This design comes from an exercise in tuning for small area, a short achievable clock period and few clock cycles per item on the open sky130 flow, not from production work.
The RTL was checked by simulation tests, not by an equivalence proof against the original design.
Power and IR drop assume default switching activity.

== v15 ==
// joystick_mouse_button_qualifier_unit
module joystick_mouse_button_qualifier_unit (
    input  logic                                i_clk,
    input  logic                                i_rst_n,
    input  logic                                s_axis_tvalid,
    output logic                                s_axis_tready,
    input  logic [jmbq_pkg::IN_TDATA_W-1:0]     s_axis_tdata,
    output logic                                m_axis_tvalid,
    input  logic                                m_axis_tready,
    output logic [jmbq_pkg::OUT_TDATA_W-1:0]    m_axis_tdata,
    input  logic                                i_cfg_we,
    input  logic [jmbq_pkg::CFG_IDX_W-1:0]      i_cfg_idx,
    input  logic [jmbq_pkg::CFG_DATA_W-1:0]     i_cfg_wdata
);
    localparam int NB = jmbq_pkg::NUM_BTN;
    localparam int TW = jmbq_pkg::TIME_W;
    localparam int SW = jmbq_pkg::SAMPLE_W;
    localparam int KW = jmbq_pkg::KEYS_W;
    localparam int PW = jmbq_pkg::SPEED_W;
    localparam int DW = jmbq_pkg::DZ_W;
    localparam int HW = jmbq_pkg::MS_W;
    localparam int AW = 19;
    localparam int MW = 26;
    localparam int BRW = 10;
    logic [SW-1:0] r_center_x, r_center_y;
    logic [DW-1:0] r_deadzone;
    logic [PW-1:0] r_top_speed;
    logic [HW-1:0] r_debounce_ms, r_long_press_ms;
    always_ff @(posedge i_clk) begin
        if (!i_rst_n) begin
            r_center_x      <= jmbq_pkg::RST_CENTER;
            r_center_y      <= jmbq_pkg::RST_CENTER;
            r_deadzone      <= jmbq_pkg::RST_DEADZONE;
            r_top_speed     <= jmbq_pkg::RST_TOP_SPEED;
            r_debounce_ms   <= jmbq_pkg::RST_DEBOUNCE;
            r_long_press_ms <= jmbq_pkg::RST_LONG_PRESS;
  ...
clock: 10.0 ns
lec_check: 0
cap_margin: 20
core_margin: 2
core_utilization: 40
cts_cluster_diameter: 132
cts_cluster_size: 24
slew_margin: 20
standard.sh (not shown) runs the stock make flow with config.mk's settings and CLKGATE_MAP_FILE= SYNTH_SCRIPT=/design/flow/synth_recipe.tcl, a recipe that flattens the netlist after the stock synthesis.
==> flow/flow/run.sh <==
#!/bin/bash
# Standard synthesis and layout (the standard.sh, unchanged scripts); the
# only difference from the standard flow's own layout is a larger setup slack margin for
# ORFS's repair_timing steps, so that repair keeps improving paths past the
# point where they meet the (unchanged) 10 ns constraint.
set -euo pipefail
cd "$(dirname "$0")/.."
MARGIN=$(cat flow/margin.txt)
bash standard.sh synth > synth_make.log 2>&1
bash standard.sh SETUP_SLACK_MARGIN=$MARGIN finish > layout_make.log 2>&1
==> flow/flow/margin.txt <==
6.3
v15 reached the final stage; the timing, DRC and antenna checks on its layout passed.
Testbench counts of v15, summed over its fixed seeds: cycles 3,288, polls 3,200.
> inputs changed (v15 -> v10)
==> flow/flow/run.sh <==
#!/bin/bash
# Standard synthesis and layout (the standard.sh, unchanged scripts); the
# differences from the standard flow's own layout are a larger setup slack margin for
# ORFS's repair_timing steps, so that repair keeps improving paths past the
# point where they meet the (unchanged) 10 ns constraint, and a plain buffer
# (sky130_fd_sc_hd__buf_2) as the cell that buffers every port.
set -euo pipefail
cd "$(dirname "$0")/.."
MARGIN=$(cat flow/margin.txt)
bash standard.sh synth > synth_make.log 2>&1
bash standard.sh SETUP_SLACK_MARGIN=$MARGIN "BUFFER_PORTS_ARGS=-buffer_cell sky130_fd_sc_hd__buf_2" finish > layout_make.log 2>&1
==> flow/flow/margin.txt <==
6.65
Results
v10 vs. v15: leakage power +2.3%; largest net degree at the start of global routing rose by 1; internal reg-to-reg setup slack higher; fraction of standard cell area in multi-input logic saw an increase; met1 demand-to-capacity share in global routing now sits lower.
Setup WNS v15 -> v10: better
On number of placed cells counting well taps, v10 and v15 are basically level.
v10 reached the end of the flow, and the finished layout is clean on the timing, DRC and antenna checks.
v15 vs v10, beginning of the critical path: m_axis_tready vs r_out_data[24]
Of the two values seen for slowest library cell on the worst path, a21oi_4 was produced by v15 and edfxtp_1 by v10.
The inputs of v36 differ from those of v10 as listed below.
Settings: PLACE_DENSITY newly set to 0.75.
==> flow/flow/run.sh <==
#!/bin/bash
# Standard synthesis and layout (the standard.sh, unchanged scripts); the
# only difference from the standard flow's own layout is a larger setup slack margin for
# ORFS's repair_timing steps, so that repair keeps improving paths past the
# point where they meet the (unchanged) 10 ns constraint.
set -euo pipefail
cd "$(dirname "$0")/.."
MARGIN=$(cat flow/margin.txt)
bash standard.sh synth > synth_make.log 2>&1
bash standard.sh SETUP_SLACK_MARGIN=$MARGIN finish > layout_make.log 2>&1
==> flow/flow/margin.txt <==
6.55
## What came out
- Status: via count of the first global-routing pass parity (v36, v10)
- In v36 the fraction of the cycle the final worst path needs turned out 0.25 points lower than in v10.
- Delta (v36 minus v10): largest net degree at the start of global routing has increased; final area has remained practically unchanged.
- In the flow results for v10 and v36, the global-route usage is smaller on v36.
- v36 reports its critical path startpoint as r_now[1] while v10 reports r_out_data[24].

-- separate check: timing with driven ports --
How much do the figures lean on ideal ports? The routed layouts below were timed once more, with nothing changed but the port constraints. Step 1 assumes that a clkbuf_16 drives the clock port and a buf_2 every other input. Step 2 times the ports against the registers' clock, not the clock port: input delays grow and output delays shrink by t, the midpoint of the rising clock arrivals with the driver on. a / b / c = no drivers / after step 1 / after step 2; a / b = the first two.
run	shift t [ns]	slack for setup (ns)	slew at the worst register clock pin (ns)	pins driven straight from the clock port
v15	0.716	6.373 / 6.358 / 5.706	0.11 / 0.11	1
v10	0.697	6.514 / 6.441 / 6.121	0.11 / 0.11	1
v36	0.715	6.539 / 6.539 / 5.894	0.10 / 0.10	1
After both steps setup and hold are still met in every run listed. The setup slack of v15, which loses most, moves by -0.015 ns with the drivers and by -0.667 ns with both steps.
